Source: an optimization exercise on an open RTL-to-GDS flow (aim: small area and a short achievable clock period). Production flows keep margins and buffers that such runs may drop. At most, simulation tests tie the RTL to the original design; equivalence was not proved.

==> module adpll_ctrl, before the edit <==
module adpll_ctrl (
   input  logic         clk,
   input  logic         rst_accum_all,
   input  logic [25:0]  fcw,
   input  logic [1:0]   adpll_mode,
   input  logic [11:0]  tdc_word,
   input  logic [29:0]  coefs,
   input  logic [23:0]  test,
   output logic [20:0]  dco_words,
   output logic [2:0]   pwr,
   output logic         channel_lock,
   output logic         channel_sat
);
   adpll_types_pkg::adpll_mode_e           adpll_mode_t;
   adpll_types_pkg::coef_regs_s            coefs_t;
   adpll_types_pkg::test_ctrl_s            test_t;
   adpll_types_pkg::bank_words_s           dco_words_t;
   adpll_types_pkg::pwr_ctrl_s             pwr_t;
   assign adpll_mode_t = adpll_types_pkg::adpll_mode_e'(adpll_mode);
   assign coefs_t      = coefs;
   assign test_t       = test;
   assign dco_words    = dco_words_t;
   assign pwr          = pwr_t;
   logic                                   st_cl, st_cm, st_cs, mode_test;
   adpll_types_pkg::filt_cfg_s             filt;
   logic signed [4:0]                      fixed_l;
   logic signed [7:0]                      fixed_m;
   adpll_types_pkg::pwr_ctrl_s             pwr_seq;
   logic                                   accum_clr;
   logic                                   ld_en, ld_clr;
   logic                                   lock_seen;
   logic signed [7:0]                      lock_word;
   logic signed [adpll_cfg_pkg::OTWW-1:0]  otw_round;
   logic signed [7:0]                      otw_sat;
   assign mode_test = (adpll_mode_t == adpll_types_pkg::MODE_TEST);
   loop_filter #(
      .A_ACC(0), .A_R(0), .A_IIR(0), .A_INT(0), .A_NTW(0)
   ) loop_filter0 (
      .clk(clk), .rst_accum_all(rst_accum_all), .accum_clr(accum_clr),
      .fcw(fcw), .tdc_word(tdc_word), .filt(filt), .otw_round(otw_round)
   );
   acq_sequencer acq_sequencer0 (
      .clk(clk), .rst_accum_all(rst_accum_all), .fcw(fcw), .mode(adpll_mode_t),
      .coefs(coefs_t), .lock_seen(lock_seen), .lock_word(lock_word),
      .st_cl(st_cl), .st_cm(st_cm), .st_cs(st_cs),
      .filt(filt), .accum_clr(accum_clr), .ld_en(ld_en), .ld_clr(ld_clr),
      .fixed_l(fixed_l), .fixed_m(fixed_m), .pwr(pwr_seq), .channel_lock(channel_lock)
   );
   freq_lock_detector freq_lock_detector0 (
      .clk(clk), .rst_accum_all(rst_accum_all), .ld_en(ld_en), .ld_clr(ld_clr),
      .st_cl(st_cl), .otw_sat(otw_sat), .lock_seen(lock_seen), .lock_word(lock_word)
   );
   bank_word_combiner bank_word_combiner0 (
      .st_cl(st_cl), .st_cm(st_cm), .st_cs(st_cs), .mode_test(mode_test),
      .accum_clr(accum_clr), .otw_round(otw_round),
      .fixed_l(fixed_l), .fixed_m(fixed_m), .test(test_t), .otw_sat(otw_sat),
      .dco_words(dco_words_t), .channel_sat(channel_sat)
   );
   assign pwr_t = mode_test ? test_t.pd : pwr_seq;
endmodule
export LEC_CHECK = 0
export ABC_AREA = 1
export CAP_MARGIN = 20
export CORE_MARGIN = 2
export CORE_UTILIZATION = 40
export SLEW_MARGIN = 20
create_clock -name core_clock -period 33.0 [get_ports {clk}]
run.sh (not shown) runs the stock make flow with config.mk's settings and CLKGATE_MAP_FILE= SYNTH_SCRIPT=/design/flow/synth_recipe.tcl, a recipe that flattens the netlist after the stock synthesis.
Rerun with:
--- a/flow/design.v
+++ b/flow/design.v
@@ -487,11 +487,11 @@
    logic signed [7:0]                      lock_word;
    logic signed [adpll_cfg_pkg::OTWW-1:0]  otw_round;
    logic signed [7:0]                      otw_sat;
    assign mode_test = (adpll_mode_t == adpll_types_pkg::MODE_TEST);
    loop_filter #(
-      .A_ACC(0), .A_R(0), .A_IIR(0), .A_INT(0), .A_NTW(0)
+      .A_ACC(3), .A_R(3), .A_IIR(3), .A_INT(3), .A_NTW(3)
    ) loop_filter0 (
       .clk(clk), .rst_accum_all(rst_accum_all), .accum_clr(accum_clr),
       .fcw(fcw), .tdc_word(tdc_word), .filt(filt), .otw_round(otw_round)
    );
    acq_sequencer acq_sequencer0 (
Final cell count fell by 6.6%.
Cell area fell by 4.6%.
Via count fell by 8.8%.
Wire length fell by 12%.
Utilization rose by 0.33 points.
Clock skew rose by 0.0087 ns.
Global-route usage fell by 1.7 points.
Critical path depth rose by 8.
Fmax rose by 0.64%.
Clock-buffer cell count rose by 3.
For the second run of this note, only the layout was checked, not whether the RTL still works.

* * *

Setup of gamma:
adpll_ctrl, a different RTL version from the one above (not shown whole).
For scale: about 230 flip-flops, roughly 120 I/O pins, about 26,000 sq um of cells after synthesis.
Settings: LEC_CHECK=0, ABC_AREA=1, CAP_MARGIN=20, CORE_MARGIN=2, CORE_UTILIZATION=40, SLEW_MARGIN=20; clock period 33.0 ns.
standard.sh (not shown) runs the stock make flow with config.mk's settings and CLKGATE_MAP_FILE= SYNTH_SCRIPT=/design/flow/synth_recipe.tcl, a recipe that flattens the netlist after the stock synthesis.
==> flow/flow/run.sh <==
#!/bin/bash
# The standard layout (standard.sh: unchanged synthesis, floorplan, placement,
# CTS, routing), with two settings changed:
#  - the port buffers are plain buf_1 cells instead of the delay buffers the
#    resizer picks by default (every port still gets its own buffer);
#  - CTS uses clkbuf_16 with larger sink clusters and no dummy loads.
# The whole ORFS run's output goes to standard_flow.log here; ORFS also keeps
# each step's own log under orfs/logs/.
set -euo pipefail
export BUFFER_PORTS_ARGS="-buffer_cell sky130_fd_sc_hd__buf_1"
export CTS_ARGS="-sink_clustering_enable -repair_clock_nets -buf_list sky130_fd_sc_hd__clkbuf_16 -dont_use_dummy_load -sink_clustering_size 20 -sink_clustering_max_diameter 120"
bash standard.sh finish > standard_flow.log 2>&1
diff inputs: gamma => delta
-- flow/design.v --
<<< gamma, line 123
            end
         end
      end else begin : g_sk
         for (genvar l = 0; l < LG; l++) begin : g_lv
            for (genvar i = 0; i < W; i++) begin : g_bit
>>> delta, line 123
            end
         end
      end else if (ARCH == 3) begin : g_sk
         for (genvar l = 0; l < LG; l++) begin : g_lv
            for (genvar i = 0; i < W; i++) begin : g_bit
<<< gamma, line 129
                  assign gg[l+1][i] = gg[l][i] | (pp[l][i] & gg[l][((i >> l) << l) - 1]);
                  assign pp[l+1][i] = pp[l][i] & pp[l][((i >> l) << l) - 1];
               end else begin : g_w
                  assign gg[l+1][i] = gg[l][i];
>>> delta, line 129
                  assign gg[l+1][i] = gg[l][i] | (pp[l][i] & gg[l][((i >> l) << l) - 1]);
                  assign pp[l+1][i] = pp[l][i] & pp[l][((i >> l) << l) - 1];
               end else begin : g_w
                  assign gg[l+1][i] = gg[l][i];
                  assign pp[l+1][i] = pp[l][i];
               end
            end
         end
         for (genvar k = LG; k < 2*LG; k++) begin : g_pad
            assign gg[k+1] = gg[k];
            assign pp[k+1] = pp[k];
         end
      end else begin : g_sk2
         for (genvar l = 0; l < LG; l++) begin : g_lv
            for (genvar i = 0; i < W; i++) begin : g_bit
               localparam int J = (l > 0 && i == (1 << l)) ? i - 2 : ((i >> l) << l) - 1;
               if ((i >> l) & 1) begin : g_n
                  assign gg[l+1][i] = gg[l][i] | (pp[l][i] & gg[l][J]);
                  assign pp[l+1][i] = pp[l][i] & pp[l][J];
               end else if (l == 0 && i >= 2 && (i & (i - 1)) == 0) begin : g_pair
                  assign gg[l+1][i] = gg[l][i] | (pp[l][i] & gg[l][i-1]);
                  assign pp[l+1][i] = pp[l][i] & pp[l][i-1];
               end else begin : g_w
                  assign gg[l+1][i] = gg[l][i];
<<< gamma, line 390
);
   logic signed [7:0]              cand1, cand2;
   logic [adpll_cfg_pkg::LCW-1:0]  cnt1, cnt2;
   logic [adpll_cfg_pkg::LCW-1:0]  inc1, inc2;
>>> delta, line 410
);
   logic signed [7:0]              cand1, cand2;
   logic                           lock_sel;
   logic [adpll_cfg_pkg::LCW-1:0]  cnt1, cnt2;
   logic [adpll_cfg_pkg::LCW-1:0]  inc1, inc2;
<<< gamma, line 403
         cnt2      <= '0;
         lock_seen <= 1'b0;
         lock_word <= '1;
      end else if (ld_en) begin
         if (otw_sat == cand1) begin
>>> delta, line 424
         cnt2      <= '0;
         lock_seen <= 1'b0;
         lock_sel  <= 1'b0;
      end else if (ld_en) begin
         if (otw_sat == cand1) begin
<<< gamma, line 409
            if (inc1 == lock_n) begin
               lock_seen <= 1'b1;
               lock_word <= cand1;
            end
         end else if (otw_sat == cand2) begin
>>> delta, line 430
            if (inc1 == lock_n) begin
               lock_seen <= 1'b1;
               lock_sel  <= 1'b0;
            end
         end else if (otw_sat == cand2) begin
<<< gamma, line 415
            if (inc2 == lock_n) begin
               lock_seen <= 1'b1;
               lock_word <= cand2;
            end
         end else begin
>>> delta, line 436
            if (inc2 == lock_n) begin
               lock_seen <= 1'b1;
               lock_sel  <= 1'b1;
            end
         end else begin
<<< gamma, line 425
      end
   end
endmodule
module bank_word_combiner (
>>> delta, line 446
      end
   end
   assign lock_word = lock_sel ? cand2 : cand1;
endmodule
module bank_word_combiner (
<<< gamma, line 498
   assign mode_test = (adpll_mode_t == adpll_types_pkg::MODE_TEST);
   loop_filter #(
      .A_ACC(3), .A_R(3), .A_IIR(3), .A_INT(3), .A_NTW(3)
   ) loop_filter0 (
      .clk(clk), .rst_accum_all(rst_accum_all), .accum_clr(accum_clr),
>>> delta, line 520
   assign mode_test = (adpll_mode_t == adpll_types_pkg::MODE_TEST);
   loop_filter #(
      .A_ACC(4), .A_R(4), .A_IIR(4), .A_INT(4), .A_NTW(4)
   ) loop_filter0 (
      .clk(clk), .rst_accum_all(rst_accum_all), .accum_clr(accum_clr),
## What came out
Changes observed in delta relative to gamma: area added between synthesis and finish dropped 0.85 points, final hold slack shows an increase of 3.7 ps, average cell area after synthesis dropped 1.3%.
Non-clock buffer count delta for delta relative to gamma: about 7% lower
Summary — cell depth of the worst flop-to-flop path, delta relative to gamma: higher, by 2.
Compared to gamma, delta reaches a higher achievable clock.
Between gamma and delta, the clock-pin slew reported for the worst setup and hold paths after clock tree synthesis does not differ in any meaningful way.
When the final numbers for gamma and delta were put side by side, the maximum fanout encountered on the critical timing path turned out to be smaller in gamma.
Sort gamma and delta by post-route cell area asc -> top: gamma
For delta, only the layout was checked, not whether the RTL still works.

## afterwards: timing with drivers on the ports
Ports are ideal in the flow. The routed layouts listed here were re-timed in OpenROAD. Step 1 (the two cells are an assumption about what drives the block):
set clk [get_ports {clk}]
set_driving_cell -lib_cell sky130_fd_sc_hd__clkbuf_16 $clk
set_driving_cell -lib_cell sky130_fd_sc_hd__buf_2 [delete_from_list [all_inputs] $clk]
Step 2 times the ports against the registers' clock, not the clock port: input delays grow and output delays shrink by t, the midpoint of the rising clock arrivals with the driver on. Three values: ideal, step 1, step 2; two values: the first two.
run | shift t [ns] | slack for setup (ns) | worst setup path at the end
the first run of note 1 | 0.665 | 1.464 / 1.438 / 1.438 | input to output
the second run of note 1 | 0.637 | 1.664 / 1.639 / 1.639 | input to output
gamma | 0.585 | 1.747 / 1.717 / 1.717 | input to output
delta | 0.584 | 2.173 / 2.136 / 2.136 | input to output
After both steps setup and hold are still met in every run listed. For delta, which loses most, drivers alone change the setup slack by -0.037 ns; drivers and shift together by -0.037 ns.
